Source: an optimization exercise on an open RTL-to-GDS flow (aim: small area, a short achievable clock period and few clock cycles). Production flows keep margins and buffers that such runs may drop.
Where RTL was checked, it was by simulation tests only, not by an equivalence proof against the original.
No functional check of the RTL was part of run 2.
Power figures rest on the tool's default switching activity, not on a simulated workload.

===== flow/config.mk =====
export PLATFORM = sky130hd
export DESIGN_NAME = execute_stage_md
export DESIGN_NICKNAME = execute_stage_md
export VERILOG_FILES = /design/flow/design.v
export SDC_FILE = /design/flow/constraint.sdc
export NUM_CORES = 4
export LEC_CHECK = 0
export CAP_MARGIN = 20
export CORE_MARGIN = 2
export CORE_UTILIZATION = 40
export SETUP_SLACK_MARGIN = 2.0
export SLEW_MARGIN = 20

===== flow/constraint.sdc =====
create_clock -name core_clock -period 8.0 [get_ports {clk}]
set_input_delay 1.6000 -clock core_clock [delete_from_list [all_inputs] [get_ports {clk}]]
set_output_delay 1.6000 -clock core_clock [all_outputs]
set_load 0.01 [all_outputs]

===== flow/design.v =====
package exe_pkg;
  localparam logic [4:0] ALU_ADD   = 5'd0;
  localparam logic [4:0] ALU_SUB   = 5'd1;
  localparam logic [4:0] ALU_AND   = 5'd2;
  localparam logic [4:0] ALU_OR    = 5'd3;
  localparam logic [4:0] ALU_XOR   = 5'd4;
  localparam logic [4:0] ALU_NOR   = 5'd5;
  localparam logic [4:0] ALU_SLT   = 5'd6;
  localparam logic [4:0] ALU_SLTU  = 5'd7;
  localparam logic [4:0] ALU_SLL   = 5'd8;
  localparam logic [4:0] ALU_SRL   = 5'd9;
  localparam logic [4:0] ALU_SRA   = 5'd10;
  localparam logic [4:0] ALU_SLLV  = 5'd11;
  localparam logic [4:0] ALU_SRLV  = 5'd12;
  localparam logic [4:0] ALU_SRAV  = 5'd13;
  localparam logic [4:0] ALU_LUI   = 5'd14;
  localparam logic [4:0] ALU_MULT  = 5'd16;
  localparam logic [4:0] ALU_MULTU = 5'd17;
  localparam logic [4:0] ALU_DIV   = 5'd18;
  localparam logic [4:0] ALU_DIVU  = 5'd19;
  localparam logic [4:0] ALU_MFHI  = 5'd20;
  localparam logic [4:0] ALU_MFLO  = 5'd21;
  localparam logic [4:0] ALU_MTHI  = 5'd22;
  localparam logic [4:0] ALU_MTLO  = 5'd23;
  localparam logic [1:0] SRC_RD2  = 2'b00;
  localparam logic [1:0] SRC_SIMM = 2'b01;
  localparam logic [1:0] SRC_ZIMM = 2'b10;
  localparam logic [1:0] FWD_RD  = 2'b00;
  localparam logic [1:0] FWD_WB  = 2'b01;
  localparam logic [1:0] FWD_MEM = 2'b10;
  localparam logic [1:0] MDOP_MULT  = 2'd0;
  localparam logic [1:0] MDOP_MULTU = 2'd1;
  localparam logic [1:0] MDOP_DIV   = 2'd2;
  localparam logic [1:0] MDOP_DIVU  = 2'd3;
  typedef enum logic [1:0] {S_IDLE, S_MUL, S_DIV} md_state_t;
  function automatic logic [1:0] md_sel(input logic [4:0] op);
    case (op)
      ALU_MULTU: md_sel = MDOP_MULTU;
      ALU_DIV:   md_sel = MDOP_DIV;
      ALU_DIVU:  md_sel = MDOP_DIVU;
      default:   md_sel = MDOP_MULT;
    endcase
  endfunction
  function automatic logic [35:0] add36(input logic [35:0] x, input logic [35:0] y,
                                       input logic cin);
    logic [35:0] g, p, G, P;
    logic [36:0] c;
    g = x & y;
    p = x ^ y;
    G = g;
    P = p;
    G[0] = g[0] | (p[0] & cin);
    for (int k = 0; k < 6; k++)
      for (int i = 35; i >= 0; i--)
        if ((i % (2 << k)) == (2 << k) - 1) begin
          G[i] = G[i] | (P[i] & G[i - (1 << k)]);
          P[i] = P[i] & P[i - (1 << k)];
        end
    for (int k = 4; k >= 0; k--)
      for (int i = 35; i >= 0; i--)
        if (i >= (3 << k) - 1 && (i % (2 << k)) == (1 << k) - 1) begin
          G[i] = G[i] | (P[i] & G[i - (1 << k)]);
          P[i] = P[i] & P[i - (1 << k)];
        end
    c = {G, cin};
    add36 = p ^ c[35:0];
  endfunction
  function automatic logic [31:0] cneg32(input logic [31:0] v, input logic neg);
    logic [31:0] o;
    o = v;
    for (int k = 0; k < 5; k++)
      for (int i = 31; i >= 0; i--)
        if ((i % (2 << k)) == (2 << k) - 1)
          o[i] = o[i] | o[i - (1 << k)];
    for (int k = 3; k >= 0; k--)
      for (int i = 31; i >= 0; i--)
        if (i >= (3 << k) - 1 && (i % (2 << k)) == (1 << k) - 1)
          o[i] = o[i] | o[i - (1 << k)];
    cneg32 = v ^ ({o[30:0], 1'b0} & {32{neg}});
  endfunction
  function automatic logic [4:0] clz32(input logic [31:0] v);
    logic [15:0] v16; logic [7:0] v8; logic [3:0] v4; logic [1:0] v2;
    logic z16, z8, z4, z2, z1;
    z16 = (v[31:16] == 16'd0); v16 = z16 ? v[15:0]  : v[31:16];
    z8  = (v16[15:8] == 8'd0); v8  = z8  ? v16[7:0] : v16[15:8];
    z4  = (v8[7:4] == 4'd0);   v4  = z4  ? v8[3:0]  : v8[7:4];
    z2  = (v4[3:2] == 2'd0);   v2  = z2  ? v4[1:0]  : v4[3:2];
    z1  = ~v2[1];
    clz32 = {z16, z8, z4, z2, z1};
  endfunction
endpackage
module md_iter_unit
#(
  parameter int WIDTH = 32
) (
  input  logic             clk,
  input  logic             rst_n,
  input  logic             start,
  input  logic [1:0]       op,
  input  logic [WIDTH-1:0] a,
  input  logic [WIDTH-1:0] b,
  input  logic             wr_hi,
  input  logic             wr_lo,
  output logic             busy,
  output logic [WIDTH-1:0] hi,
  output logic [WIDTH-1:0] lo,
  input  logic             sh_free,
  output logic             sh_req,
  output logic [WIDTH-1:0] sh_val,
  output logic [4:0]       sh_amt,
  input  logic [WIDTH-1:0] sh_res
);
  localparam logic [2:0] P_STEP = 3'd0, P_SETUP = 3'd1, P_NEGD = 3'd2, P_NEGH = 3'd3,
                         P_RFIN = 3'd4, P_FIXL = 3'd5, P_MFIX = 3'd6;
  localparam logic [2:0] BD_ZERO = 3'b000, BD_PLUS = 3'b001, BD_MINUS = 3'b101;
  logic [31:0] hi_r, lo_r, d;
  logic        busy_r, is_div, msgn, sa, sb, nq, hs;
  logic [2:0]  bd0, bd1;
  logic [2:0]  ph;
  logic [4:0]  cnt;
  logic        zacc, ainv, msel_lo;
  function automatic logic [2:0] dp_ctl(input logic [2:0] p, input logic s_a);
    dp_ctl = {(p == P_NEGD) || (p == P_FIXL), (p == P_NEGH) || ((p == P_RFIN) && s_a),
              (p == P_FIXL)};
  endfunction
  function automatic logic [2:0] booth(input logic b2, input logic b1, input logic b0);
    booth = {b2, (b2 & ~b1 & ~b0) | (~b2 & b1 & b0), b1 ^ b0};
  endfunction
  logic        last, rneg, d_zero, st_signed, acc_e, setup_go;
  logic [31:0] msrc, d_al;
  logic [33:0] mA;
  logic [35:0] pp0, pp1, acc_x, cs_s, cs_c, msum;
  logic [4:0]  za, zb;
  logic [5:0]  n;
  always_comb begin
    last    = (cnt == 5'd0);
    msrc    = msel_lo ? lo_r : d;
    mA      = {{2{msgn & msrc[31]}}, msrc};
    acc_e   = ((is_div ? hs : hi_r[31]) & ~zacc) ^ ainv;
    acc_x   = {2'b01, ~acc_e, acc_e, (hi_r & {32{~zacc}}) ^ {32{ainv}}};
    pp0 = (({34{bd0[0]}} & mA) | ({34{bd0[1]}} & {mA[32:0], 1'b0})) ^ {34{bd0[2]}};
    pp1 = (({34{bd1[0]}} & mA) | ({34{bd1[1]}} & {mA[32:0], 1'b0})) ^ {34{bd1[2]}};
    pp0 = {2'b00, ~pp0[33], pp0[32:0]};
    pp1 = {~pp1[33], pp1[32:0], bd1[2], bd1[2]};
    cs_s = acc_x ^ pp0 ^ pp1;
    cs_c = {((acc_x[34:0] & pp0[34:0]) | (acc_x[34:0] & pp1[34:0]) | (pp0[34:0] & pp1[34:0])),
            bd1[2] | ainv};
    msum = exe_pkg::add36(cs_s, cs_c, bd0[2]);
    rneg = msum[35];
    st_signed = op[1] & ~op[0];
    d_zero = (d == 32'd0);
    za = exe_pkg::clz32(hi_r);
    zb = exe_pkg::clz32(d);
    n  = {1'b0, zb} - {1'b0, za};
    d_al = sh_res;
    sh_req = busy_r & is_div & (ph == P_SETUP);
    sh_val = d;
    sh_amt = n[4:0];
  end
  always_ff @(posedge clk or negedge rst_n) begin
    if (!rst_n) begin
      busy_r <= 1'b0;
      hi_r   <= '0;
      lo_r   <= '0;
    end else if (start) begin
      busy_r <= 1'b1;
      hi_r   <= op[1] ? a : 32'd0;
      lo_r   <= b;
    end else if (busy_r) begin
      case (ph)
        P_STEP: begin
          if (!is_div) begin
            hi_r <= msum[35:4];
            lo_r <= {msum[3:0], lo_r[31:4]};
            if (last && !(~msgn && lo_r[3])) busy_r <= 1'b0;
          end else begin
            hi_r <= msum[31:0];
            lo_r <= {lo_r[30:0], ~rneg};
            if (last && !rneg && !sa && !nq) busy_r <= 1'b0;
          end
        end
        P_SETUP: if (sh_free) begin
          lo_r <= d_zero ? 32'hFFFF_FFFF : 32'd0;
          if ((d_zero || n[5]) && !sa) busy_r <= 1'b0;
        end
        P_NEGD: ;
        P_NEGH: hi_r <= msum[31:0];
        P_RFIN: begin
          hi_r <= msum[31:0];
          if (!nq) busy_r <= 1'b0;
        end
        P_FIXL: begin
          lo_r   <= msum[31:0];
          busy_r <= 1'b0;
        end
        default: begin   
          hi_r   <= msum[31:0];
          busy_r <= 1'b0;
        end
      endcase
    end else begin
      if (wr_hi) hi_r <= a;
      if (wr_lo) lo_r <= a;
    end
  end
  always_ff @(posedge clk) begin
    if (start) begin
      is_div <= op[1];
      msgn   <= ~op[1] & ~op[0];
      cnt    <= 5'd7;
      d      <= op[1] ? b : a;
      hs     <= 1'b0;
      sa     <= st_signed & a[31];
      sb     <= st_signed & b[31];
      nq     <= st_signed & (a[31] ^ b[31]);
      if (!op[1]) begin
        ph  <= P_STEP;
        {zacc, ainv, msel_lo} <= dp_ctl(P_STEP, st_signed & a[31]);
        bd0 <= booth(b[1], b[0], 1'b0);
        bd1 <= booth(b[3], b[2], b[1]);
      end else begin
        ph  <= (st_signed & b[31]) ? P_NEGD : (st_signed & a[31]) ? P_NEGH : P_SETUP;
        {zacc, ainv, msel_lo} <= dp_ctl((st_signed & b[31]) ? P_NEGD : (st_signed & a[31]) ? P_NEGH : P_SETUP, st_signed & a[31]);
        bd0 <= (st_signed & b[31]) ? BD_MINUS : BD_ZERO;
        bd1 <= BD_ZERO;
      end
    end else if (busy_r) begin
      case (ph)
        P_STEP: begin
          cnt <= cnt - 5'd1;
          if (!is_div) begin
            if (last) begin
              ph  <= P_MFIX;
              {zacc, ainv, msel_lo} <= dp_ctl(P_MFIX, sa);
              bd0 <= BD_PLUS;
              bd1 <= BD_ZERO;
            end else begin
              bd0 <= booth(lo_r[5], lo_r[4], lo_r[3]);
              bd1 <= booth(lo_r[7], lo_r[6], lo_r[5]);
            end
          end else begin
            hs <= rneg;
            if (!last) begin
              d   <= {1'b0, d[31:1]};
              bd0 <= rneg ? BD_PLUS : BD_MINUS;
            end else begin
              ph  <= (rneg || sa) ? P_RFIN : P_FIXL;
              {zacc, ainv, msel_lo} <= dp_ctl((rneg || sa) ? P_RFIN : P_FIXL, sa);
              bd0 <= rneg ? (sa ? BD_MINUS : BD_PLUS) : (sa ? BD_ZERO : BD_MINUS);
            end
          end
        end
        P_NEGD: begin
          d   <= msum[31:0];
          ph  <= sa ? P_NEGH : P_SETUP;
          {zacc, ainv, msel_lo} <= dp_ctl(sa ? P_NEGH : P_SETUP, sa);
          bd0 <= BD_ZERO;
        end
        P_NEGH: begin
          ph  <= P_SETUP;
          {zacc, ainv, msel_lo} <= dp_ctl(P_SETUP, sa);
        end
        P_SETUP: if (sh_free) begin
          cnt <= n[4:0];
          d   <= d_al;
          if (d_zero || n[5]) begin
            nq  <= 1'b0;
            ph  <= P_RFIN;
            {zacc, ainv, msel_lo} <= dp_ctl(P_RFIN, sa);
            bd0 <= BD_ZERO;
          end else begin
            ph  <= P_STEP;
            {zacc, ainv, msel_lo} <= dp_ctl(P_STEP, sa);
            bd0 <= BD_MINUS;
          end
        end
        P_RFIN: begin
          ph  <= P_FIXL;
          {zacc, ainv, msel_lo} <= dp_ctl(P_FIXL, sa);
          bd0 <= BD_MINUS;
        end
        default: ;
      endcase
    end
  end
  assign busy = busy_r;
  assign hi   = hi_r;
  assign lo   = lo_r;
endmodule
module execute_stage_md
#(
  parameter int WIDTH  = 32,
  parameter int RA_W   = 5,
  parameter int CTRL_W = 5
) (
  input  logic              clk,
  input  logic              rst_n,
  input  logic              ValidE,
  input  logic              RegDstE,
  input  logic [1:0]        ALUSrcE,
  input  logic [CTRL_W-1:0] ALUControlE,
  input  logic [4:0]        shamtE,
  input  logic [WIDTH-1:0]  Rd1E,
  input  logic [WIDTH-1:0]  Rd2E,
  input  logic [RA_W-1:0]   RsE,
  input  logic [RA_W-1:0]   RtE,
  input  logic [RA_W-1:0]   RdE,
  input  logic [15:0]       immE,
  input  logic [WIDTH-1:0]  signImmE,
  input  logic [WIDTH-1:0]  ALUOutMIn,
  input  logic [WIDTH-1:0]  ResultW,
  input  logic [1:0]        ForwardAE,
  input  logic [1:0]        ForwardBE,
  output logic [RA_W-1:0]   RsEtoHU,
  output logic [RA_W-1:0]   RtEtoHU,
  output logic              MdStallE,
  output logic              ValidM,
  output logic [WIDTH-1:0]  ALUOutM,
  output logic [WIDTH-1:0]  WriteDataM,
  output logic [RA_W-1:0]   WriteRegM,
  output logic              MdBusy
);
  logic [WIDTH-1:0] src_a, fwd_b, src_b, alu_res, hi, lo, md_sh_val;
  logic [4:0]       md_sh_amt;
  logic             sh_op, sh_free, md_sh;
  logic md_group, md_arith, md_start, wr_hi, wr_lo, unit_busy, md_sh_req;
  assign RsEtoHU = RsE;
  assign RtEtoHU = RtE;
  always_comb begin
    case (ForwardAE)
      exe_pkg::FWD_WB:  src_a = ResultW;
      exe_pkg::FWD_MEM: src_a = ALUOutMIn;
      default: src_a = Rd1E;
    endcase
    case (ForwardBE)
      exe_pkg::FWD_WB:  fwd_b = ResultW;
      exe_pkg::FWD_MEM: fwd_b = ALUOutMIn;
      default: fwd_b = Rd2E;
    endcase
    case (ALUSrcE)
      exe_pkg::SRC_SIMM: src_b = signImmE;
      exe_pkg::SRC_ZIMM: src_b = WIDTH'(immE);
      default:  src_b = fwd_b;
    endcase
  end
  logic        sub, shl, sra;
  logic [4:0]  shamt;
  logic [32:0] addr;
  logic [31:0] sh_in, sh_out, sh_rev;
  logic        lt_s, lt_u;
  always_comb begin
    sub  = (ALUControlE != exe_pkg::ALU_ADD);
    addr = {1'b0, src_a} + {1'b0, src_b ^ {32{sub}}} + {32'd0, sub};
    lt_u = ~addr[32];
    lt_s = (src_a[31] ^ src_b[31]) ? src_a[31] : addr[31];
    shl   = (ALUControlE == exe_pkg::ALU_SLL) || (ALUControlE == exe_pkg::ALU_SLLV);
    sra   = (ALUControlE == exe_pkg::ALU_SRA) || (ALUControlE == exe_pkg::ALU_SRAV);
    shamt = ((ALUControlE == exe_pkg::ALU_SLLV) || (ALUControlE == exe_pkg::ALU_SRLV) ||
             (ALUControlE == exe_pkg::ALU_SRAV)) ? src_a[4:0] : shamtE;
    sh_op   = (ALUControlE >= exe_pkg::ALU_SLL) && (ALUControlE <= exe_pkg::ALU_SRAV);
    sh_free = ~ValidE | ~sh_op;
    md_sh   = md_sh_req & sh_free;
    for (int i = 0; i < 32; i++)
      sh_in[i] = md_sh ? md_sh_val[31-i] : shl ? src_b[31-i] : src_b[i];
    if (md_sh) shamt = md_sh_amt;
    sh_out = 32'($signed({sra & ~md_sh & src_b[31], sh_in}) >>> shamt);
    for (int i = 0; i < 32; i++) sh_rev[i] = sh_out[31-i];
  end
  always_comb begin
    alu_res = '0;
    case (ALUControlE)
      exe_pkg::ALU_ADD:  alu_res = addr[31:0];
      exe_pkg::ALU_SUB:  alu_res = addr[31:0];
      exe_pkg::ALU_AND:  alu_res = src_a & src_b;
      exe_pkg::ALU_OR:   alu_res = src_a | src_b;
      exe_pkg::ALU_XOR:  alu_res = src_a ^ src_b;
      exe_pkg::ALU_NOR:  alu_res = ~(src_a | src_b);
      exe_pkg::ALU_SLT:  alu_res = {31'd0, lt_s};
      exe_pkg::ALU_SLTU: alu_res = {31'd0, lt_u};
      exe_pkg::ALU_SLL:  alu_res = sh_rev;
      exe_pkg::ALU_SRL:  alu_res = sh_out;
      exe_pkg::ALU_SRA:  alu_res = sh_out;
      exe_pkg::ALU_SLLV: alu_res = sh_rev;
      exe_pkg::ALU_SRLV: alu_res = sh_out;
      exe_pkg::ALU_SRAV: alu_res = sh_out;
      exe_pkg::ALU_LUI:  alu_res = {immE, 16'd0};
      exe_pkg::ALU_MFHI: alu_res = hi;
      exe_pkg::ALU_MFLO: alu_res = lo;
      default:  alu_res = '0;
    endcase
  end
  assign md_group = (ALUControlE[4:3] == 2'b10);
  assign md_arith = (ALUControlE[4:2] == 3'b100);
  assign MdBusy   = unit_busy & ~md_arith;
  assign MdStallE = ValidE & MdBusy & md_group;
  assign md_start = ValidE & md_arith;
  assign wr_hi    = ValidE & ~unit_busy & (ALUControlE == exe_pkg::ALU_MTHI);
  assign wr_lo    = ValidE & ~unit_busy & (ALUControlE == exe_pkg::ALU_MTLO);
  md_iter_unit #(.WIDTH(WIDTH)) u_md (
    .clk   (clk),
    .rst_n (rst_n),
    .start (md_start),
    .op    (ALUControlE[1:0]),
    .a     (src_a),
    .b     (fwd_b),
    .wr_hi (wr_hi),
    .wr_lo (wr_lo),
    .busy  (unit_busy),
    .hi    (hi),
    .lo    (lo),
    .sh_free (sh_free),
    .sh_req  (md_sh_req),
    .sh_val  (md_sh_val),
    .sh_amt  (md_sh_amt),
    .sh_res  (sh_rev)
  );
  always_ff @(posedge clk or negedge rst_n) begin
    if (!rst_n) ValidM <= 1'b0;
    else        ValidM <= ValidE & ~MdStallE;
  end
  always_ff @(posedge clk) begin
    ALUOutM    <= alu_res;
    WriteDataM <= fwd_b;
    WriteRegM  <= RegDstE ? RdE : RtE;
  end
endmodule

===== flow/run.sh =====
#!/bin/bash
# synth_recipe.tcl (not shown) runs the flow's synth.tcl, then flattens the netlist and writes it again
# the make line also repeats each setting of config.mk as NAME=value (left out here)
make -C /OpenROAD-flow-scripts/flow DESIGN_CONFIG=/design/flow/config.mk WORK_HOME=/design/flow/orfs CLKGATE_MAP_FILE= SYNTH_SCRIPT=/design/flow/synth_recipe.tcl finish

==> key figures, run 1 <==
Synthesis
  • Syn_nets: 3,617
  • Post-synth EDFFs: 48
  • Syn Inst Count: 3,209
  • Post-synthesis simple-gate area fraction: 16.4%
  • Flops & latches, synth: 189
  • Post-Synth Adder-Cell Area: 11.8%
  • Count of different cell masters after synthesis: 99
  • Syn. warnings: 2
  • Async S/R FF share, synth: between 30% and 40%
  • Largest family of logic cells by synthesized area: compound AO/OA/AOI/OAI gates
  • Mapped Area: 24,400 µm²
  • Synth Area in Compound Gates: 32.5%
  • Synthesized area per cell: 7.61 µm²
  • Synth Flop Type: dfxtp_1
  • Post-synthesis xor/xnor area fraction: around 6.7%
  • Post-synthesis mux area share: 6.31%
  • Part of the Yosys area used for sequential elements: between 10% and 20%

GRT
  • Total grt overflow: 0
  • Largest net degree at the start of global routing: between 70 and 80
  • GRT Util Overall: roughly half
  • First-pass GRT wire length: 216,000 µm
  • Antenna violations before repair: 16
  • Vias in the first global route: 28,599

Clock tree
  • CTS clk-pin slew, worst paths: about 0.090 ns
  • CTS Buf Count: 17
  • Clock Latency Late Sink: 0.54 ns
  • Clock root buffer: clkbuf_16
  • CTS sink count: around 190
  • Htree depth: 4
  • Cts hold-fix bufs: 0
  • CTS tree: built
  • CTS max path bufs: 2

Layout
  • Area grow syn2layout: 28.6%
  • Fill count: 5,816
  • Filler-free cell count of the finished design: 4,327
  • Total Nets Final: a little under 4,000
  • Share of post-route cells with drive strength above 1: between 10% and 20%

STA
  • Hold WS: around 0.54 ns
  • Setup_tns: 0 ns
  • Post-layout minimum cycle time: 6.15 ns
  • RSZ-0062 raised after global routing: yes
  • Tcrit/Tclk final: around three quarters
  • Clock skew: ~0.030 ns
  • Final Hold Vio Count: 0
  • Max Clk Rate: 163 MHz
  • Relative slew slack: about 15%
  • Final Max Tran Viols: 0
  • Worst Tran Pin Value: 1.27 ns
  • Setup violators final: 0

Critical path
  • Worst EP arrival: 6.39 ns
  • Worst-case reg-to-reg path depth: 28
  • Flop2flop setup slack: around 1.9 ns
  • Worst Setup SP: u_md.d[10]$_DFFE_PP_
  • Setup crit end kind: flip-flop
  • Worst r2r dst: u_md.d[20]$_DFFE_PP_
  • Most used cell, CP: buf_4
  • Worst Path Max Fanout: 5
  • RR Startpoint: u_md.d[10]$_DFFE_PP_
  • Setup crit end: u_md.d[20]$_DFFE_PP_
  • Crit-path max cell delay: ~0.50 ns
  • Worst Path Required: 8.24 ns
  • Critical path class: flip-flop to flip-flop
  • Slowest cell on crit path: fa_2
  • Setup crit start kind: flip-flop

Floorplanning
  • DIE AREA: around 63,000 µm²
  • Die Y: 251 µm
  • Core area: between 60,000 and 70,000 µm²
  • Row Count: 90
  • I/O pin count: a little under 300
  • Die width: 251 µm
  • Initial Utilization: 40.5%

Power and ir drop
  • Worst VDD drop: approximately 0.47 mV
  • PwrDens: 287 nW/µm²
  • Leakage power: about 12 nW

Drt
  • Final WL: 157,000 µm
  • Avg Vias per Cell: 7.08
  • Drt wl/cell: 36.4 µm
  • DR DRC count: 0
  • DRT Pass-1 Iters: 12
  • Iteration-0 DRC Markers: 5,014
  • Post-route ant nets: 0
  • Vias: 30,640

Placement
  • Routability cong.: 1.09
  • Placed instance count: around 4,200
  • # port buffers: 282
  • Detailed placer's ending HPWL: approximately 120,000 µm

Status
  • Status: complete, no violations

Flow run
  • Max-Cap Viols: 0

Hold path
  • Hold path startpoint: u_md.cnt[4]$_SDFFE_PP0P_
  • Worst hold path type: flip-flop to flip-flop
## how the worst min path moves through the flow
stage	endpoint	depth (start not counted)	slack, ns
floorplan	u_md.cnt[4]$_SDFFE_PP0P_	2	0.46
global placement	u_md.cnt[4]$_SDFFE_PP0P_	2	0.47
detailed placement	u_md.cnt[4]$_SDFFE_PP0P_	2	0.52
CTS	u_md.cnt[4]$_SDFFE_PP0P_	2	0.54
global route	u_md.cnt[4]$_SDFFE_PP0P_	2	0.55
finish	u_md.cnt[4]$_SDFFE_PP0P_	2	0.54
## cells in the mapped netlist (all sizes together) (12+ instances only)
library cell / count / area share [%]
fa: 55 / 4.5
or2: 12 / 0.31
o21a: 28 / 0.86
nand3b: 26 / 0.80
a32oi: 16 / 0.57
nor4: 21 / 0.54
o211ai: 45 / 1.4
clkbuf: 181 / 2.8
nor2b: 57 / 1.5
o221ai: 33 / 1.2
xor2: 29 / 1.0
a21o: 32 / 0.98
o22ai: 35 / 0.90
ha: 142 / 7.3
and3: 21 / 0.54
xnor2: 157 / 5.6
a311oi: 12 / 0.43
nand2b: 18 / 0.46
a31oi: 33 / 0.84
a221o: 19 / 0.78
o21ai: 226 / 4.7
nor2: 296 / 4.6
a211oi: 76 / 2.4
nor3: 44 / 0.92
inv: 164 / 2.5
dfrtp: 66 / 6.8
a21oi: 284 / 5.8
nand3: 59 / 1.2
a22oi: 167 / 5.1
dfxtp: 75 / 6.1
mux2: 63 / 2.9
buf: 97 / 2.1
mux2i: 79 / 3.3
nand2: 264 / 4.1
edfxtp: 48 / 5.9
a221oi: 53 / 2.0
nand4: 13 / 0.33
a211o: 12 / 0.43
a222oi: 20 / 0.82
## metal layers
| layer | share of wire [%] | global-route usage (%) | up-vias |
|---|---|---|---|
| met1 | 36 | 58.3 | 14673 |
| met2 | 41 | 70.9 | 2707 |
| met3 | 14 | 18.6 | 751 |
| met5 | 0.13 | 0 | - |
| li1 | - | - | 12495 |
| met4 | 9.0 | 33.4 | 14 |
## sequential cells by signal (all words and copies together) (netlist names), 3 cells and up
name	cells
ALUOutM	32
WriteDataM	32
u_md.d	32
u_md.hi_r	32
u_md.lo_r	32
WriteRegM	5
u_md.cnt	5
u_md.bd0	3
u_md.bd1	3
u_md.ph	3
## worst max-delay path, delay by kind of cell (launching register included)
| kind | cells | cell delay (ns) |
|---|---|---|
| adders and majority gates | 2 | 0.69 |
| muxes | 2 | 0.59 |
| DFF | 1 | 0.42 |
| and+or+nand+nor | 4 | 0.67 |
| buffers and inverters | 11 | 1.49 |
| AOI/OAI and AO/OA | 9 | 1.99 |
## area by class of cell
| type | count | area [µm²] | share of cell area [%] |
|---|---|---|---|
| Multi-Input combinational cell | 2578 | 19300 | 61.5 |
| Timing Repair Buffer | 573 | 5220 | 16.6 |
| Sequential cell | 189 | 4600 | 14.6 |
| Tap cell | 782 | 978 | 3.11 |
| Inverter | 165 | 631 | 2.01 |
| Clock buffer | 17 | 425 | 1.35 |
| Clock inverter | 15 | 209 | 0.665 |
| Antenna cell | 8 | 20.0 | 0.0637 |
## through the flow
stage	utilization (%)	power, mW	cell area [µm²]	setup WS (ns)
after floorplan	-	4.66	24500	2.02
after global placement	47.5	6.97	28700	0.735
after detailed placement	47.5	7.06	28700	0.785
after CTS	50.1	8.36	30200	1.97
after global routing	52.0	9.27	31400	1.77
final	52.0	9.03	31400	1.85
## repair_timing
| action | in CTS | in global routing |
|---|---|---|
| gates resized for setup | 107 | 173 |
| pin swaps | 38 | 67 |
| buffers inserted | 49 | 34 |
| setup endpoints to repair | 94 | 80 |
| cloned | 2 | 3 |
## kinds of logic after synthesis
kind of cell	count (synthesis)
adders and majority gates	197
muxes	143
buffers and inverters	443
and+or+nand+nor	871
DFF	189
xor gates and xnor gates	186
AOI/OAI and AO/OA	1180
## power by group
part           internal (mW)  switching, mW
sequential              1.18          0.420
combinational           2.50           3.92
clock                  0.505          0.511
## cells in the final DEF, fill, tap and decap left out, drive strengths merged, types with 26 or more instances in the layout
cell type / netlist / final
o21a: 28 / 28
mux2: 63 / 63
a21oi: 284 / 284
clkdlybuf4s50: 0 / 280
o211ai: 45 / 45
mux2i: 79 / 79
nor2: 296 / 296
o21ai: 226 / 226
nor3: 44 / 44
xor2: 29 / 29
nand2: 264 / 264
o221ai: 33 / 33
buf: 97 / 290
a21o: 32 / 32
dfrtp: 66 / 66
a22oi: 167 / 167
nand3b: 26 / 26
a31oi: 33 / 33
o22ai: 35 / 35
nand3: 59 / 59
a211oi: 76 / 76
dfxtp: 75 / 75
nor2b: 57 / 57
xnor2: 157 / 157
edfxtp: 48 / 48
fa: 55 / 55
a221oi: 53 / 53
inv: 164 / 168
ha: 142 / 142
Testbench counts, summed over its fixed seeds: cycles 3,782.
==> inputs of run 2 (changes only) <==
--- a/flow/design.v
+++ b/flow/design.v
@@ -120,6 +120,5 @@
   logic [4:0]  cnt;
-  logic        zacc, ainv, msel_lo;
-  function automatic logic [2:0] dp_ctl(input logic [2:0] p, input logic s_a);
-    dp_ctl = {(p == P_NEGD) || (p == P_FIXL), (p == P_NEGH) || ((p == P_RFIN) && s_a),
-              (p == P_FIXL)};
+  logic        zacc, ainv;
+  function automatic logic [1:0] dp_ctl(input logic [2:0] p, input logic s_a);
+    dp_ctl = {(p == P_NEGD) || (p == P_FIXL), (p == P_NEGH) || ((p == P_RFIN) && s_a)};
   endfunction
@@ -129,3 +128,3 @@
   logic        last, rneg, d_zero, st_signed, acc_e, setup_go;
-  logic [31:0] msrc, d_al;
+  logic [31:0] d_al;
   logic [33:0] mA;
@@ -136,4 +135,3 @@
     last    = (cnt == 5'd0);
-    msrc    = msel_lo ? lo_r : d;
-    mA      = {{2{msgn & msrc[31]}}, msrc};
+    mA      = {{2{msgn & d[31]}}, d};
     acc_e   = ((is_div ? hs : hi_r[31]) & ~zacc) ^ ainv;
@@ -217,3 +215,3 @@
         ph  <= P_STEP;
-        {zacc, ainv, msel_lo} <= dp_ctl(P_STEP, st_signed & a[31]);
+        {zacc, ainv} <= dp_ctl(P_STEP, st_signed & a[31]);
         bd0 <= booth(b[1], b[0], 1'b0);
@@ -222,3 +220,3 @@
         ph  <= (st_signed & b[31]) ? P_NEGD : (st_signed & a[31]) ? P_NEGH : P_SETUP;
-        {zacc, ainv, msel_lo} <= dp_ctl((st_signed & b[31]) ? P_NEGD : (st_signed & a[31]) ? P_NEGH : P_SETUP, st_signed & a[31]);
+        {zacc, ainv} <= dp_ctl((st_signed & b[31]) ? P_NEGD : (st_signed & a[31]) ? P_NEGH : P_SETUP, st_signed & a[31]);
         bd0 <= (st_signed & b[31]) ? BD_MINUS : BD_ZERO;
@@ -233,3 +231,3 @@
               ph  <= P_MFIX;
-              {zacc, ainv, msel_lo} <= dp_ctl(P_MFIX, sa);
+              {zacc, ainv} <= dp_ctl(P_MFIX, sa);
               bd0 <= BD_PLUS;
@@ -246,4 +244,5 @@
             end else begin
+              if (!rneg) d <= {lo_r[30:0], 1'b1};
               ph  <= (rneg || sa) ? P_RFIN : P_FIXL;
-              {zacc, ainv, msel_lo} <= dp_ctl((rneg || sa) ? P_RFIN : P_FIXL, sa);
+              {zacc, ainv} <= dp_ctl((rneg || sa) ? P_RFIN : P_FIXL, sa);
               bd0 <= rneg ? (sa ? BD_MINUS : BD_PLUS) : (sa ? BD_ZERO : BD_MINUS);
@@ -255,3 +254,3 @@
           ph  <= sa ? P_NEGH : P_SETUP;
-          {zacc, ainv, msel_lo} <= dp_ctl(sa ? P_NEGH : P_SETUP, sa);
+          {zacc, ainv} <= dp_ctl(sa ? P_NEGH : P_SETUP, sa);
           bd0 <= BD_ZERO;
@@ -260,3 +259,3 @@
           ph  <= P_SETUP;
-          {zacc, ainv, msel_lo} <= dp_ctl(P_SETUP, sa);
+          {zacc, ainv} <= dp_ctl(P_SETUP, sa);
         end
@@ -268,3 +267,3 @@
             ph  <= P_RFIN;
-            {zacc, ainv, msel_lo} <= dp_ctl(P_RFIN, sa);
+            {zacc, ainv} <= dp_ctl(P_RFIN, sa);
             bd0 <= BD_ZERO;
@@ -272,3 +271,3 @@
             ph  <= P_STEP;
-            {zacc, ainv, msel_lo} <= dp_ctl(P_STEP, sa);
+            {zacc, ainv} <= dp_ctl(P_STEP, sa);
             bd0 <= BD_MINUS;
@@ -277,4 +276,5 @@
         P_RFIN: begin
+          d   <= lo_r;
           ph  <= P_FIXL;
-          {zacc, ainv, msel_lo} <= dp_ctl(P_FIXL, sa);
+          {zacc, ainv} <= dp_ctl(P_FIXL, sa);
           bd0 <= BD_MINUS;
==> flow/flow/run.sh (new file) <==
#!/bin/bash
# Standard ORFS layout (the standard.sh, standard synthesis included),
# except that the port buffers are buf_2 cells (resizable within the buf
# family) instead of the resizer's default pick.
set -euo pipefail
bash standard.sh BUFFER_PORTS_ARGS="-buffer_cell sky130_fd_sc_hd__buf_2" finish > flow_make.log 2>&1
==> flow/standard.sh (new file) <==
#!/bin/bash
# synth_recipe.tcl (not shown) runs the flow's synth.tcl, then flattens the netlist and writes it again
# the make line also repeats each setting of config.mk as NAME=value (left out here)
make -C /OpenROAD-flow-scripts/flow DESIGN_CONFIG=/design/flow/config.mk WORK_HOME=/design/flow/orfs CLKGATE_MAP_FILE= SYNTH_SCRIPT=/design/flow/synth_recipe.tcl "${@:-finish}"
removed: flow/run.sh
==> run 2 against run 1 <==
Effect of this change: clock power hardly changed; die area increased by 4.0%; sequential share of layout area up 0.68 points; non-clock buffer count shrank 44; synthesized cell count grew 7.6%; register-to-register slack better by 0.22 ns; sequential power is 3% lower; combinational power fell by 22%; final area is 5.1% lower; global-route usage fell by 2.3 points; count of clock-buffer cells in the layout unchanged.
==> key figures, run 2 <==
Status
  • Status: complete, no violations

Layout
  • Total Nets Final: just over 4,000
  • Area grow syn2layout: 17.2%
  • Most frequent cells in the layout: nand2_1 (361), a21oi_1 (288), buf_2 (280)
  • Share of post-route cells with drive strength above 1: 19.8%
  • Fill count: 6,443
  • Fin area: 29,800 µm²
  • Final Util: 47.4%
  • Commonest non-fill, non-tap cell in the layout: nand2_1

Critical path
  • Slowest cell on crit path: o22ai_1
  • Cell Chain, Critical Path: buf_2, nor3b_4, nand2_2, o22ai_1, o21ai_0, o21ai_0, mux2i_1, o22ai_1, a2111oi_0, buf_4, a211oi_2, o22ai_1
  • Worst Setup SP: ALUControlE[3]
  • Worst EP arrival: 6.46 ns
  • Worst Path Buf+Inv: 2
  • Worst Path Max Fanout: 20
  • Crit-path max cell delay: 1.09 ns
  • Worst Path Required: 8.25 ns
  • Setup crit end kind: flip-flop
  • Setup crit start kind: primary input
  • Critical path class: primary input to flip-flop
  • Most used cell, CP: o22ai_1
  • Top Family by Delay on Critical Path: compound AO/OA/AOI/OAI gates
  • RR Startpoint: u_md.d[17]$_DFFE_PP_

Clock tree
  • CTS clk-pin slew, worst paths: 0.10 ns
  • Clock Latency Late Sink: about 0.52 ns
  • Htree depth: 4
  • CTS max path bufs: 2
  • Clock root buffer: clkbuf_16
  • Cts hold-fix bufs: 0
  • CTS sink count: 188
  • CTS tree: built
  • CTS Buf Count: 17

Synthesis
  • Flops & latches, synth: 188
  • Share of the synthesized area in the top cell type: 6.98%
  • Count of different cell masters after synthesis: 103
  • Cell taking the most area after synthesis: ha_1
  • Post-synthesis simple-gate area fraction: 18.0%
  • Largest family of logic cells by synthesized area: compound AO/OA/AOI/OAI gates
  • Async S/R FF share, synth: 35.1%
  • Post-synthesis xor/xnor area fraction: under 10%
  • Synth Flop Type: dfxtp_1
  • Post-Synth Adder-Cell Area: ~11%
  • Syn. warnings: 2
  • Syn_nets: 3,862
  • Mapped Area: 25,400 µm²
  • Post-synthesis mux area share: approximately 4.8%
  • Part of the Yosys area used for sequential elements: between 15 and 20%
  • Synth top cells by count: nand2_1 (366), a21oi_1 (290), nor2_1 (275)
  • Syn Inst Count: 3,454
  • Main area contributors after synthesis: ha_1 (7.0%), dfrtp_1 (6.5%), dfxtp_1 (5.9%), a21oi_1 (5.7%), edfxtp_1 (5.5%)
  • Post-synth EDFFs: 47
  • Synthesized area per cell: ~7.4 µm²
  • Synth Area in Compound Gates: 33.6%
  • Most frequent cell after synthesis: nand2_1

Drt
  • DR DRC count: 0
  • Drt wl/cell: 34.9 µm
  • DRT Pass-1 Iters: 9
  • Highest routed layer: met5
  • Avg Vias per Cell: 6.92
  • Final WL: about 160,000 µm
  • Met2 wire len: between 60,000 and 70,000 µm
  • Detail Route met3 WL: 22,900 µm
  • Post-route ant nets: 0
  • Post-Route M1 WL: approximately 58,000 µm
  • Vias: 31,467
  • Iteration-0 DRC Markers: 5,164

STA
  • Relative slew slack: 18.3%
  • Final Hold Vio Count: 0
  • Post-layout minimum cycle time: between 6 and 7 ns
  • RSZ-0062 raised after global routing: yes
  • Final Max Tran Viols: 0
  • Worst Tran Pin Value: 1.23 ns
  • Tcrit/Tclk final: 77.6%
  • Max Clk Rate: 161 MHz
  • Setup violators final: 0
  • Setup_tns: 0 ns
  • Clock skew: 0.0255 ns

Power and ir drop
  • Leakage power: 12.4 nW
  • PwrDens: 255 nW/µm²
  • Worst VDD drop: 0.218 mV

Placement
  • Detailed placer's ending HPWL: approximately 120,000 µm
  • Routability cong.: 1.10
  • # port buffers: 282
  • Placed inst area: ~28,000 µm²

Floorplanning
  • DIE AREA: 65,600 µm²
  • Die width: 256 µm
  • Initial Utilization: 40.4%
  • Row Count: 92
  • Die Y: 256 µm
  • I/O pin count: 293
  • Core area: 63,000 µm²

GRT
  • Vias in the first global route: 28,595
  • First-pass GRT wire length: 217,000 µm
  • Largest net degree at the start of global routing: 65
  • Total grt overflow: 0
  • Antenna violations before repair: 4
  • GRT Util Overall: 46.1%

Flow run
  • Max-Cap Viols: 0

Hold path
  • Worst hold path type: flip-flop to flip-flop
  • Hold path startpoint: u_md.cnt[3]$_SDFFE_PP0P_
-- run 2: cell types whose count changed after synthesis, moves of 26 or more --
cell      delta
a211oi_1    -36
o21ai_0     +46
nand2_1    +104
mux2_2      -39
o211ai_1    +29
o22ai_1     +27
nor3_1      +26
-- run 2: final cells by class --
class,instances,area [µm²],share of cell area [%]
timing repair buffer,529,3380,11.3
antenna,2,5.00,0.0168
sequential,188,4570,15.3
multi-input combinational,2774,19500,65.3
clock inverter,15,234,0.784
inverter,175,672,2.25
clock buffer,17,425,1.43
timing repair inverter,1,5.00,0.0168
tap,846,1060,3.55
-- run 2: power breakdown --
part           switching, mW  internal [mW]  total, mW
registers              0.399           1.16       1.56
clock network          0.576          0.450       1.03
logic                   3.28           1.74       5.02
-- run 2: per-layer routing --
layer / track usage (%) / vias to the layer above
met5: 0 / -
met4: 37.5 / 2
li1: - / 13160
met1: 57.2 / 14818
met3: 16.8 / 724
met2: 63.6 / 2763
-- run 2: kinds of logic after synthesis --
logic type | Yosys count
buf+inv | 495
simple gates | 1001
mux | 116
compound gates | 1274
fa+ha+maj | 197
flops | 188
xor+xnor | 183
-- run 2: what timing repair did --
item,4_1_cts,5_1_grt
pin swaps,4,29
buffers inserted,10,56
endpoints found under the setup margin,103,98
gates cloned,3,1
gates resized for setup,40,102
-- run 2: through the flow --
step / total power [mW] / worst slack (ns) / hold WS [ns] / instances
after floorplan: 4.05 / 2.01 / 0.463 / 3454
after global placement: 6.09 / 0.793 / 0.488 / 4442
after detailed placement: 6.07 / 0.903 / 0.492 / 4442
after CTS: 7.15 / 1.93 / 0.512 / 4487
after global routing: 7.83 / 1.91 / 0.572 / 4545
final: 7.61 / 1.79 / 0.507 / 4547
-- run 2: worst paths after layout --
check,slack (ns),end,depth (start not counted)
setup / recovery,1.79,u_md.d[19]$_DFFE_PP_,12
hold / removal,0.51,u_md.cnt[3]$_SDFFE_PP0P_,2
setup reg to reg,2.07,u_md.d[18]$_DFFE_PP_,23
hold reg to reg,0.51,u_md.cnt[3]$_SDFFE_PP0P_,2
max in group asynchronous,5.88,u_md.busy_r$_DFF_PN0_,2
min in group asynchronous,0.90,u_md.hi_r[9]$_DFFE_PN0P_,1
-- run 2: worst register-to-register path, delay by kind of cell, from the launching register on --
kind | cells | cell delay [ns]
AND/OR/NAND/NOR | 8 | 2.07
AO/OA/AOI/OAI | 10 | 2.27
buffers and inverters | 4 | 0.71
flip-flops | 1 | 0.42
adder cells (fa/ha/maj) | 1 | 0.30
==> inputs of run 3 (changes only) <==
--- a/flow/design.v
+++ b/flow/design.v
@@ -244,6 +244,5 @@
             end else begin
-              if (!rneg) d <= {lo_r[30:0], 1'b1};
-              ph  <= (rneg || sa) ? P_RFIN : P_FIXL;
-              {zacc, ainv} <= dp_ctl((rneg || sa) ? P_RFIN : P_FIXL, sa);
-              bd0 <= rneg ? (sa ? BD_MINUS : BD_PLUS) : (sa ? BD_ZERO : BD_MINUS);
+              ph  <= P_RFIN;
+              {zacc, ainv} <= dp_ctl(P_RFIN, sa);
+              bd0 <= rneg ? (sa ? BD_MINUS : BD_PLUS) : BD_ZERO;
             end
@@ -355,8 +354,7 @@
     lt_s = (src_a[31] ^ src_b[31]) ? src_a[31] : addr[31];
-    shl   = (ALUControlE == exe_pkg::ALU_SLL) || (ALUControlE == exe_pkg::ALU_SLLV);
-    sra   = (ALUControlE == exe_pkg::ALU_SRA) || (ALUControlE == exe_pkg::ALU_SRAV);
-    shamt = ((ALUControlE == exe_pkg::ALU_SLLV) || (ALUControlE == exe_pkg::ALU_SRLV) ||
-             (ALUControlE == exe_pkg::ALU_SRAV)) ? src_a[4:0] : shamtE;
-    sh_op   = (ALUControlE >= exe_pkg::ALU_SLL) && (ALUControlE <= exe_pkg::ALU_SRAV);
-    sh_free = ~ValidE | ~sh_op;
+    shl   = (ALUControlE[2:0] == 3'd0) || (ALUControlE[2:0] == 3'd3);   
+    sra   = (ALUControlE[2:0] == 3'd2) || (ALUControlE[2:0] == 3'd5);   
+    shamt = (ALUControlE[2] | (ALUControlE[1] & ALUControlE[0])) ? src_a[4:0] : shamtE;
+    sh_op   = ~ALUControlE[4] & ALUControlE[3];
+    sh_free = ~sh_op;
     md_sh   = md_sh_req & sh_free;
==> run 3 against run 2 <==
Effect of this change: final cell count down 5.1%; final area is 3.5% lower; clock skew decreased by 0.0068 ns; core utilization is 0.30 points higher; via count is 2.9% lower.
==> key figures, run 3 <==
Layout
  • Fill count: just over 6,000
  • Most frequent cells in the layout: a21oi_1 (305), buf_2 (283), nand2_1 (279)
  • Reg area: 4570 µm²
  • Fin area: 28,800 µm²
  • Share of post-route cells with drive strength above 1: 19.6%
  • Area grow syn2layout: 17.8%
  • Area of the multi-input gates: roughly 19,000 µm²
  • Filler-free cell count of the finished design: 4,313
  • Total Nets Final: 3,906
  • Commonest non-fill, non-tap cell in the layout: a21oi_1

Clock tree
  • Htree depth: 4
  • CTS tree: built
  • CTS Buf Count: 17
  • Clock Latency Late Sink: 0.51 ns
  • CTS clk-pin slew, worst paths: 0.09 ns
  • CTS max path bufs: 2
  • Clock root buffer: clkbuf_16
  • CTS sink count: 188
  • Cts hold-fix bufs: 0

GRT
  • Vias in the first global route: 27,260
  • Largest net degree at the start of global routing: 70
  • GRT Util Overall: roughly half
  • First-pass GRT wire length: 213,000 µm
  • Antenna violations before repair: 18
  • Total grt overflow: 0

Synthesis
  • Part of the Yosys area used for sequential elements: 18.7%
  • Synth Flop Type: dfxtp_1
  • Syn. warnings: 2
  • Count of different cell masters after synthesis: 82
  • Most frequent cell after synthesis: a21oi_1
  • Synth top cells by count: a21oi_1 (313), nand2_1 (280), nor2_1 (270)
  • Flops & latches, synth: approximately 190
  • Share of the synthesized area in the top cell type: 7.17%
  • Post-synth EDFFs: 47
  • Async S/R FF share, synth: 35.1%
  • Syn_nets: 3,689
  • Mapped Area: 24,400 µm²
  • Syn Inst Count: 3,283
  • Main area contributors after synthesis: ha_1 (7.2%), dfrtp_1 (6.8%), a21oi_1 (6.4%), dfxtp_1 (6.1%), edfxtp_1 (5.8%)
  • Cell taking the most area after synthesis: ha_1
  • Synthesized area per cell: about 7.4 µm²

STA
  • Worst Tran Pin Value: 1.28 ns
  • Setup violators final: 0
  • Post-layout minimum cycle time: slightly below 6 ns
  • RSZ-0062 raised after global routing: no
  • Clock skew: 0.0187 ns
  • Final Max Tran Viols: 0
  • Tcrit/Tclk final: around 74%
  • Relative slew slack: 14.1%
  • Hold WS: 0.493 ns
  • Setup_tns: 0 ns
  • Max Clk Rate: 168 MHz
  • Final Hold Vio Count: 0

Floorplanning
  • Initial Utilization: 40.5%
  • DIE AREA: 63,100 µm²
  • I/O pin count: 293
  • Core area: 60,400 µm²
  • Die width: 251 µm
  • Die Y: 251 µm
  • Row Count: 90

Hold path
  • Worst hold path type: flip-flop to flip-flop

Status
  • Status: complete, no violations

Placement
  • Detailed placer's ending HPWL: 120,000 µm
  • # port buffers: 282
  • Routability cong.: between 1 and 1.5
  • Placed instance count: 4,203
  • Placed inst area: 27,000 µm²

Critical path
  • Worst EP arrival: between 6 and 7 ns
  • Critical path class: flip-flop to flip-flop
  • Setup crit start kind: flip-flop
  • Worst Path Required: 8.25 ns
  • Worst Path Max Fanout: 11
  • Setup crit end kind: flip-flop

Drt
  • Iteration-0 DRC Markers: 5,942
  • Drt wl/cell: 36.5 µm
  • Avg Vias per Cell: between 7 and 8
  • Final WL: 157,000 µm
  • Vias: 30,566
  • DR DRC count: 0
  • Post-route ant nets: 0
  • DRT Pass-1 Iters: 9

Power and ir drop
  • Pwr Total: 7.54 mW
  • Worst VDD drop: ~0.18 mV
  • Leakage power: about 12 nW
  • PwrDens: 262 nW/µm²

Flow run
  • Max-Cap Viols: 0
[run 3: area by class of cell]
type                       count  area share [%]
tap                          782            3.40
antenna                       18           0.157
inverter                     179            2.40
timing repair buffer         501            11.1
clock buffer                  18            1.57
multi-input combinational   2613            64.9
clock inverter                14           0.570
sequential                   188            15.9
[run 3: power by group]
| part | internal (mW) | total [mW] | switching, mW |
|---|---|---|---|
| Sequential | 1.16 | 1.60 | 0.434 |
| Combinational | 1.71 | 4.99 | 3.29 |
| Clock | 0.442 | 0.951 | 0.509 |
[run 3: per-layer routing]
| metal | GRT usage, % | share of wire (%) |
|---|---|---|
| met1 | 59.5 | 36 |
| met2 | 66.8 | 40 |
| met3 | 19.5 | 15 |
| met4 | 35.1 | 9.0 |
| met5 | 0 | 0.077 |
[run 3: cells by family (layout without fill, tap and decap cells)]
family          count (synthesis)  in the layout  share of synthesized area [%]
mux                            97             97                           4.08
xor+xnor                      183            183                           6.59
buf+inv                       486            712                           7.77
other cells                     0             18                              0
simple gates                  852            852                           15.9
fa+ha+maj                     195            195                           11.7
compound gates               1282           1286                           35.3
flops                         188            188                           18.7
[run 3: final timing paths]
check | start | slack (ns) | endpoint | depth (start not counted)
worst max-delay path | u_md.d[18]$_DFFE_PP_ | 2.06 | u_md.d[26]$_DFFE_PP_ | 24
max in group asynchronous | rst_n | 6.02 | u_md.busy_r$_DFF_PN0_ | 1
worst min-delay path | u_md.cnt[4]$_SDFFE_PP0P_ | 0.49 | u_md.cnt[4]$_SDFFE_PP0P_ | 2
min in group asynchronous | rst_n | 1.25 | u_md.hi_r[18]$_DFFE_PN0P_ | 1
worst max register to register | u_md.d[18]$_DFFE_PP_ | 2.06 | u_md.d[26]$_DFFE_PP_ | 24
worst min register to register | u_md.cnt[4]$_SDFFE_PP0P_ | 0.49 | u_md.cnt[4]$_SDFFE_PP0P_ | 2
[run 3: worst max-delay path: stages, from the launching register on]
cell and delay [ns]:
edfxtp_1 0.41, nor4_1 0.40, nand4_1 0.28, nand2b_2 0.32, inv_4 0.14, a21oi_1 0.08, o21ai_1 0.17, nand2b_1 0.16
inv_1 0.07, a221o_1 0.29, a21oi_1 0.18, nand2_1 0.07, nand2_1 0.07, ha_1 0.17, inv_1 0.07, fa_2 0.56
nor4_4 0.34, buf_4 0.22, a21oi_4 0.07, buf_4 0.22, mux2i_1 0.15, mux2i_1 0.25, o21a_1 0.39, o221a_2 0.44
o21ai_0 0.15
[run 3: timing repair]
item                                    4_1_cts  5_1_grt
gates resized for setup                      63       72
pin swaps                                     4       17
cloned                                        2        4
buffers inserted                             15       38
endpoints found under the setup margin       87       72
hold endpoints to repair                      0        0
[run 3: metrics by stage]
step	setup slack [ns]	utilization, %
after detailed placement	1.11	44.7
after CTS	2.00	46.4
final	2.06	47.7
after floorplan	2.00	-
after global placement	1.15	44.7
after global routing	1.94	47.6
Testbench counts of run 3, summed over its fixed seeds: cycles 3,785.
==> inputs of run 4 (changes only) <==
==> flow/flow/run.sh (replaced) <==
#!/bin/bash
# Standard ORFS layout (the standard.sh, standard synthesis included),
# except that the port buffers are buf_1 cells (resizable within the buf
# family) instead of the resizer's default pick.
set -euo pipefail
bash standard.sh BUFFER_PORTS_ARGS="-buffer_cell sky130_fd_sc_hd__buf_1" finish > flow_make.log 2>&1
==> run 4 against run 3 <==
Effect of this change: clock skew down 0.0015 ns; synthesized cell count unchanged; critical path depth down 1; global-route usage up 2.1 points; sequential share of layout area up 0.16 points; power up 0.60%; combinational power up 2%; flip-flop and latch count unchanged; setup slack worse by 0.078 ns; core utilization down 0.43 points; area after synthesis unchanged; clock power down 0.8%; critical path type unchanged; largest cell class unchanged.
==> key figures, run 4 <==
Status
  • Status: complete, no violations

Placement
  • # port buffers: 282
  • Routability cong.: 1.08
  • Placed instance count: approximately 4,200
  • Detailed placer's ending HPWL: approximately 130,000 µm
  • Dpl ws: around 0.98 ns

Layout
  • Area grow syn2layout: 16.7%
  • Total Nets Final: 3,904
  • Share of post-route cells with drive strength above 1: 12.2%
  • Reg area: roughly 4600 µm²
  • Fill count: a little over 6,000
  • Commonest non-fill, non-tap cell in the layout: a21oi_1
  • Most frequent cells in the layout: a21oi_1 (302), nand2_1 (280), buf_1 (278)
  • Filler-free cell count of the finished design: about 4,300
  • Area of the multi-input gates: 18,800 µm²

Synthesis
  • Post-synth EDFFs: 47
  • Synth Flop Type: dfxtp_1
  • Share of the synthesized area in the top cell type: under 10%
  • Syn. warnings: 2
  • Synth top cells by count: a21oi_1 (313), nand2_1 (280), nor2_1 (270)
  • Flops & latches, synth: around 190
  • Mapped Area: 24,400 µm²
  • Async S/R FF share, synth: a little over a third
  • Synthesized area per cell: 7.44 µm²
  • Count of different cell masters after synthesis: slightly above 80
  • Part of the Yosys area used for sequential elements: a little under a fifth
  • Cell taking the most area after synthesis: ha_1
  • Most frequent cell after synthesis: a21oi_1
  • Syn Inst Count: 3,283
  • Syn_nets: 3,689
  • Main area contributors after synthesis: ha_1 (7.2%), dfrtp_1 (6.8%), a21oi_1 (6.4%), dfxtp_1 (6.1%), edfxtp_1 (5.8%)

STA
  • Setup_tns: 0 ns
  • Clock skew: 0.0172 ns
  • Hold WS: ~0.49 ns
  • Relative slew slack: between 10% and 20%
  • Tcrit/Tclk final: 75.2%
  • Post-layout minimum cycle time: 6.01 ns
  • Final setup margin: 1.99 ns
  • Worst Tran Pin Value: 1.28 ns
  • RSZ-0062 raised after global routing: yes
  • Setup violators final: 0
  • Final Max Tran Viols: 0
  • Final Hold Vio Count: 0
  • Max Clk Rate: roughly 170 MHz

Drt
  • Iteration-0 DRC Markers: around 5,400
  • DRT Pass-1 Iters: 12
  • Post-route ant nets: 0
  • DR DRC count: 0
  • Final WL: 163,000 µm
  • Avg Vias per Cell: 7.09
  • Vias: 30,461
  • Drt wl/cell: 37.9 µm

Clock tree
  • CTS Buf Count: 17
  • CTS clk-pin slew, worst paths: about 0.080 ns
  • CTS max path bufs: 2
  • Htree depth: 4
  • Clock Latency Late Sink: between 0.5 and 0.6 ns
  • CTS sink count: 188
  • Clock root buffer: clkbuf_16
  • CTS tree: built

GRT
  • Total grt overflow: 0
  • GRT Util Overall: 50.1%
  • Antenna violations before repair: 11
  • First-pass GRT wire length: 222,000 µm
  • Largest net degree at the start of global routing: 69
  • Vias in the first global route: 27,779

Power and ir drop
  • Worst VDD drop: 0.183 mV
  • Leakage power: 11.2 nW
  • Pwr Total: about 7.6 mW
  • PwrDens: 266 nW/µm²

Critical path
  • Slowest cell on crit path: nor2_1
  • Worst EP arrival: 6.37 ns
  • Setup crit start kind: flip-flop
  • Worst Path Required: 8.36 ns
  • Critical path class: flip-flop to flip-flop
  • Cell Chain, Critical Path: or4_1, nor2_2, o211a_1, o211ai_1, o21ai_1, nand2b_1, inv_1, a221o_1, a21oi_1, nand2_1, nand2_1, ha_4, inv_1, fa_2, a21o_1, a21oi_1, xor2_2, mux2i_2, nor2_4, a21oi_1, nor2_1, a221oi_2, o21ai_0
  • Setup crit end kind: flip-flop
  • Worst Path Buf+Inv: 2
  • Crit-path max cell delay: 0.75 ns
  • WP depth: 23
  • Worst-case reg-to-reg path depth: 23
  • Most used cell, CP: a21oi_1
  • Top Family by Delay on Critical Path: simple AND/OR/NAND/NOR gates
  • Worst Path Max Fanout: 6

Floorplanning
  • Row Count: 90
  • Initial Utilization: 40.5%
  • I/O pin count: 293
  • DIE AREA: 63,100 µm²
  • Core area: ~60,000 µm²
  • Die width: 251 µm
  • Die Y: 251 µm

Hold path
  • Worst hold path type: flip-flop to flip-flop
  • WHS Path Cells: 2

Flow run
  • Max-Cap Viols: 0
-- run 4: worst min-delay path: cells and delay by family, from the launching register on --
family         cells  cell delay (ns)
flip-flops         1             0.32
AO/OA/AOI/OAI      2             0.13
-- run 4: path summary, 6_finish.rpt --
path,from,end,slack (ns)
setup / recovery,u_md.d[8]$_DFFE_PP_,ALUOutM[3]$_DFF_P_,1.99
hold / removal,u_md.cnt[4]$_SDFFE_PP0P_,u_md.cnt[4]$_SDFFE_PP0P_,0.49
setup reg to reg,u_md.d[8]$_DFFE_PP_,ALUOutM[3]$_DFF_P_,1.99
hold reg to reg,u_md.cnt[4]$_SDFFE_PP0P_,u_md.cnt[4]$_SDFFE_PP0P_,0.49
max in group asynchronous,rst_n,u_md.busy_r$_DFF_PN0_,5.87
min in group asynchronous,rst_n,u_md.hi_r[18]$_DFFE_PN0P_,1.07
-- run 4: per-stage QoR --
stage                     utilization, %  cell area (µm²)
after floorplan                        -            24500
after global routing                47.2            28500
after CTS                           46.3            27900
after global placement              44.4            26800
final                               47.2            28500
after detailed placement            44.4            26800
-- run 4: metal layers --
| metal | vias up | GRT usage (%) | share of wire (%) |
|---|---|---|---|
| li1 | 12631 | - | - |
| met1 | 14433 | 63.0 | 37 |
| met2 | 2734 | 70.5 | 39 |
| met3 | 645 | 18.4 | 15 |
| met4 | 18 | 35.4 | 9.1 |
| met5 | - | 0 | 0.077 |
-- run 4: kinds of logic (layout without fill, tap and decap cells) --
logic type / after synthesis / in the layout / synth area share [%]
compound gates: 1282 / 1283 / 35.3
mux: 97 / 97 / 4.08
flops: 188 / 188 / 18.7
fa+ha+maj: 195 / 195 / 11.7
buf+inv: 486 / 713 / 7.77
other cells: 0 / 2 / 0
simple gates: 852 / 852 / 15.9
xor+xnor: 183 / 183 / 6.59
-- run 4: cell type report --
type                    count  share of cell area, %
clock buffers              17                   1.49
clock inverters            15                  0.658
diodes                      2                 0.0176
multi-input cells        2610                   65.8
flip-flops and latches    188                   16.0
well taps                 782                   3.43
repair buffers            502                   10.1
inverters                 179                   2.38
-- run 4: power breakdown --
| part | total [mW] | switching (mW) | internal (mW) |
|---|---|---|---|
| clock network | 0.943 | 0.516 | 0.427 |
| logic | 5.07 | 3.38 | 1.69 |
| registers | 1.57 | 0.406 | 1.17 |
-- run 4: timing repair --
action | 4_1_cts | 5_1_grt
setup endpoints to repair | 80 | 77
gates cloned | 2 | 1
setup buffers | 14 | 27
pin swaps | 6 | 17
resized for setup | 76 | 78
hold buffers | 0 | 0
==> inputs of run 5 (changes only) <==
--- a/flow/design.v
+++ b/flow/design.v
@@ -113,3 +113,3 @@
   localparam logic [2:0] P_STEP = 3'd0, P_SETUP = 3'd1, P_NEGD = 3'd2, P_NEGH = 3'd3,
-                         P_RFIN = 3'd4, P_FIXL = 3'd5, P_MFIX = 3'd6;
+                         P_RFIN = 3'd4, P_FIXL = 3'd5, P_MFIX = 3'd6, P_ALIGN = 3'd7;
   localparam logic [2:0] BD_ZERO = 3'b000, BD_PLUS = 3'b001, BD_MINUS = 3'b101;
@@ -153,5 +153,5 @@
     d_al = sh_res;
-    sh_req = busy_r & is_div & (ph == P_SETUP);
+    sh_req = busy_r & is_div & (ph == P_ALIGN);
     sh_val = d;
-    sh_amt = n[4:0];
+    sh_amt = cnt;
   end
@@ -179,3 +179,3 @@
         end
-        P_SETUP: if (sh_free) begin
+        P_SETUP: begin
           lo_r <= d_zero ? 32'hFFFF_FFFF : 32'd0;
@@ -183,3 +183,3 @@
         end
-        P_NEGD: ;
+        P_NEGD, P_ALIGN: ;
         P_NEGH: hi_r <= msum[31:0];
@@ -260,5 +260,4 @@
         end
-        P_SETUP: if (sh_free) begin
+        P_SETUP: begin
           cnt <= n[4:0];
-          d   <= d_al;
           if (d_zero || n[5]) begin
@@ -269,7 +268,12 @@
           end else begin
-            ph  <= P_STEP;
-            {zacc, ainv} <= dp_ctl(P_STEP, sa);
-            bd0 <= BD_MINUS;
+            ph  <= P_ALIGN;
+            {zacc, ainv} <= dp_ctl(P_ALIGN, sa);
           end
         end
+        P_ALIGN: if (sh_free) begin
+          d   <= d_al;
+          ph  <= P_STEP;
+          {zacc, ainv} <= dp_ctl(P_STEP, sa);
+          bd0 <= BD_MINUS;
+        end
         P_RFIN: begin
==> flow/flow/run.sh (replaced) <==
#!/bin/bash
# Standard ORFS layout (the standard.sh, standard synthesis included),
# except that the port buffers are buf_2 cells (resizable within the buf
# family) instead of the resizer's default pick.
set -euo pipefail
bash standard.sh BUFFER_PORTS_ARGS="-buffer_cell sky130_fd_sc_hd__buf_2" finish > flow_make.log 2>&1
==> run 5 against run 4 <==
Effect of this change: clock power grew 2.5%; routed wire length is 6.5% lower; flip-flop and latch count unchanged; final cell count shrank 1.0%; non-clock buffer count shrank 63; final area shrank 1.8%; setup slack lost 0.12 ns; via count fell by 3.2%; global-route usage shrank 3.5 points; critical path depth down 9; count of clock-buffer cells in the layout unchanged.
==> key figures, run 5 <==
Status
  • Status: complete, no violations

Placement
  • Detailed placer's ending HPWL: approximately 120,000 µm
  • Placed inst area: 27,100 µm²
  • Routability cong.: 1.06
  • # port buffers: 282

Layout
  • Total Nets Final: 3,851
  • Commonest non-fill, non-tap cell in the layout: nand2_1
  • Fin area: 28,000 µm²
  • Share of post-route cells with drive strength above 1: 18.3%
  • Most frequent cells in the layout: nand2_1 (285), buf_2 (280), nor2_1 (263), a21oi_1 (263), o21ai_0 (253)
  • Area grow syn2layout: 13.1%
  • Final Util: 45.5%
  • Fill count: 6,402

STA
  • Worst Tran Pin Value: 1.26 ns
  • Clock skew: 0.0176 ns
  • Relative slew slack: 16.3%
  • Final Hold Vio Count: 0
  • Setup_tns: 0 ns
  • Setup violators final: 0
  • RSZ-0062 raised after global routing: yes
  • Max Clk Rate: between 150 and 200 MHz
  • Final Max Tran Viols: 0
  • Post-layout minimum cycle time: 6.14 ns
  • Tcrit/Tclk final: around three quarters

GRT
  • First-pass GRT wire length: 210,000 µm
  • Total grt overflow: 0
  • Antenna violations before repair: 7
  • GRT Util Overall: 46.7%
  • Vias in the first global route: roughly 27,000
  • Largest net degree at the start of global routing: between 70 and 80

Floorplanning
  • Row Count: 91
  • I/O pin count: slightly below 300
  • Initial Utilization: between 40% and 50%
  • Die Y: 253 µm
  • Die width: 253 µm
  • DIE AREA: 63,900 µm²
  • Core area: 61,500 µm²

Critical path
  • Top Family by Delay on Critical Path: compound AO/OA/AOI/OAI gates
  • Most used cell, CP: o22ai_1
  • Cell Chain, Critical Path: buf_2, inv_1, ha_2, buf_4, a22oi_1, o21ai_1, o22ai_1, a21oi_1, o22ai_1, o32ai_1, mux2i_1, o221ai_1, nand2_1, a311oi_1
  • Worst Path Required: between 8 and 9 ns
  • WP depth: 14
  • Crit-path max cell delay: between 0.8 and 0.9 ns
  • Flop2flop setup slack: around 2.2 ns
  • Critical path class: primary input to flip-flop
  • Setup crit end kind: flip-flop
  • Slowest cell on crit path: o21ai_1
  • Worst Path Buf+Inv: 3
  • Setup crit start kind: primary input
  • RR Startpoint: u_md.d[6]$_DFFE_PP_
  • Worst-case reg-to-reg path depth: 23
  • Setup crit end: u_md.d[18]$_DFFE_PP_
  • Worst Path Max Fanout: 22
  • Worst r2r dst: u_md.lo_r[0]$_DFFE_PN0P_
  • Worst Setup SP: ForwardBE[1]
  • Worst EP arrival: 6.46 ns

Synthesis
  • Mapped Area: 24,800 µm²
  • Share of the synthesized area in the top cell type: 7.08%
  • Syn_nets: 3,689
  • Flops & latches, synth: 188
  • Post-synth EDFFs: 47
  • Syn. warnings: 2
  • Synthesized area per cell: 7.54 µm²
  • Cell taking the most area after synthesis: ha_1
  • Synth Flop Type: dfxtp_1
  • Most frequent cell after synthesis: nand2_1
  • Async S/R FF share, synth: a little over a third
  • Part of the Yosys area used for sequential elements: 18.4%
  • Count of different cell masters after synthesis: 103
  • Synth top cells by count: nand2_1 (286), a21oi_1 (268), nor2_1 (266)
  • Syn Inst Count: 3,283
  • Main area contributors after synthesis: ha_1 (7.1%), dfrtp_1 (6.7%), dfxtp_1 (6.1%), edfxtp_1 (5.7%), a21oi_1 (5.4%)

Flow run
  • Max-Cap Viols: 0

Drt
  • Iteration-0 DRC Markers: 4,874
  • Met2 wire len: 61,600 µm
  • Highest routed layer: met5
  • Detail Route met3 WL: 20,800 µm
  • Avg Vias per Cell: a little under 7
  • Drt wl/cell: ~36 µm
  • Post-route ant nets: 0
  • Vias: 29,501
  • DRT Pass-1 Iters: 19
  • DR DRC count: 0
  • Final WL: roughly 150,000 µm
  • Post-Route M1 WL: between 50,000 and 60,000 µm

Clock tree
  • CTS tree: built
  • CTS max path bufs: 2
  • Cts hold-fix bufs: 0
  • CTS clk-pin slew, worst paths: 0.09 ns
  • Htree depth: 4
  • Clock Latency Late Sink: 0.52 ns
  • Clock root buffer: clkbuf_16
  • CTS sink count: roughly 190
  • CTS Buf Count: 17

Hold path
  • Worst hold path type: flip-flop to flip-flop

Power and ir drop
  • PwrDens: 274 nW/µm²
  • Worst VDD drop: 0.204 mV
  • Leakage power: ~12 nW
run 5: cell types whose count changed after synthesis, moves of 25 or more:
cell       change
o2111ai_1     -25
clkbuf_1      -39
o22ai_1       +33
buf_2         +28
mux2_2        +44
a21oi_1       -45
o21ai_0       +64
run 5: area by class of cell:
type                    instances  area, µm²  share of cell area [%]
diodes                          3       7.51                  0.0268
clock buffers                  17        425                    1.52
clock inverters                15        206                   0.737
inverters                     176        663                    2.37
multi-input cells            2623      18500                    66.1
flip-flops and latches        188       4570                    16.3
well taps                     790        988                    3.53
repair buffers                439       2640                    9.43
run 5: logic make-up (layout without fill, tap and decap cells):
family | after synthesis | count (layout) | synth area share, %
AO/OA/AOI/OAI | 1273 | 1273 | 34.3
XOR/XNOR | 185 | 185 | 6.70
adder cells (fa/ha/maj) | 195 | 195 | 11.5
buffers and inverters | 472 | 647 | 7.81
flip-flops | 188 | 188 | 18.4
multiplexers | 135 | 135 | 5.96
other | 0 | 3 | 0
AND/OR/NAND/NOR | 835 | 835 | 15.3
run 5: per-stage QoR:
step,cells,hold WS [ns],total power [mW],setup WS [ns]
detailed placement,4200,0.529,6.30,1.37
global route,4248,0.552,7.91,1.94
finish,4251,0.553,7.66,1.86
floorplan,3283,0.464,4.24,2.06
CTS,4237,0.545,7.31,2.01
global placement,4200,0.521,6.34,1.45
run 5: worst register-to-register path: cells and delay by family (launching register included):
family	cells	cell delay (ns)
AOI/OAI and AO/OA	12	2.07
adders and majority gates	3	1.39
and+or+nand+nor	5	0.82
DFF	1	0.82
buffers and inverters	1	0.06
xor gates and xnor gates	2	0.51
run 5: metal layers:
layer	up-vias	global-route usage, %
met3	539	15.9
li1	12468	-
met2	2371	66.3
met1	14115	58.7
met4	8	33.2
met5	-	0.541
run 5: worst min-delay path by stage:
| stage | endpoint | slack [ns] | start | cells after the start |
|---|---|---|---|---|
| detailed placement | u_md.hs$_SDFFE_PP0P_ | 0.53 | u_md.hs$_SDFFE_PP0P_ | 2 |
| global placement | u_md.hs$_SDFFE_PP0P_ | 0.52 | u_md.hs$_SDFFE_PP0P_ | 2 |
| global route | u_md.hs$_SDFFE_PP0P_ | 0.55 | u_md.hs$_SDFFE_PP0P_ | 2 |
| floorplan | u_md.hi_r[0]$_DFFE_PN0P_ | 0.46 | u_md.hi_r[0]$_DFFE_PN0P_ | 2 |
| CTS | u_md.hs$_SDFFE_PP0P_ | 0.54 | u_md.hs$_SDFFE_PP0P_ | 2 |
| finish | u_md.hs$_SDFFE_PP0P_ | 0.55 | u_md.hs$_SDFFE_PP0P_ | 2 |
run 5: power by group:
part / internal (mW) / leakage (nW) / switching (mW)
clock network: 0.436 / 0.304 / 0.532
registers: 1.18 / 1.87 / 0.531
logic: 1.72 / 9.74 / 3.26
run 5: timing repair:
action	4_1_cts	5_1_grt
setup endpoints to repair	23	37
gates resized for setup	12	24
pin swaps	1	3
setup buffers	5	11
Testbench counts of run 5, summed over its fixed seeds: cycles 3,816.

Check on run 5: ideal ports give 1.865 ns setup slack; a clkbuf_16 on the clock port and buf_2 on the inputs give 1.906 ns; moving port delays by the midpoint clock arrival (0.575 ns) as well gives 1.331 ns.
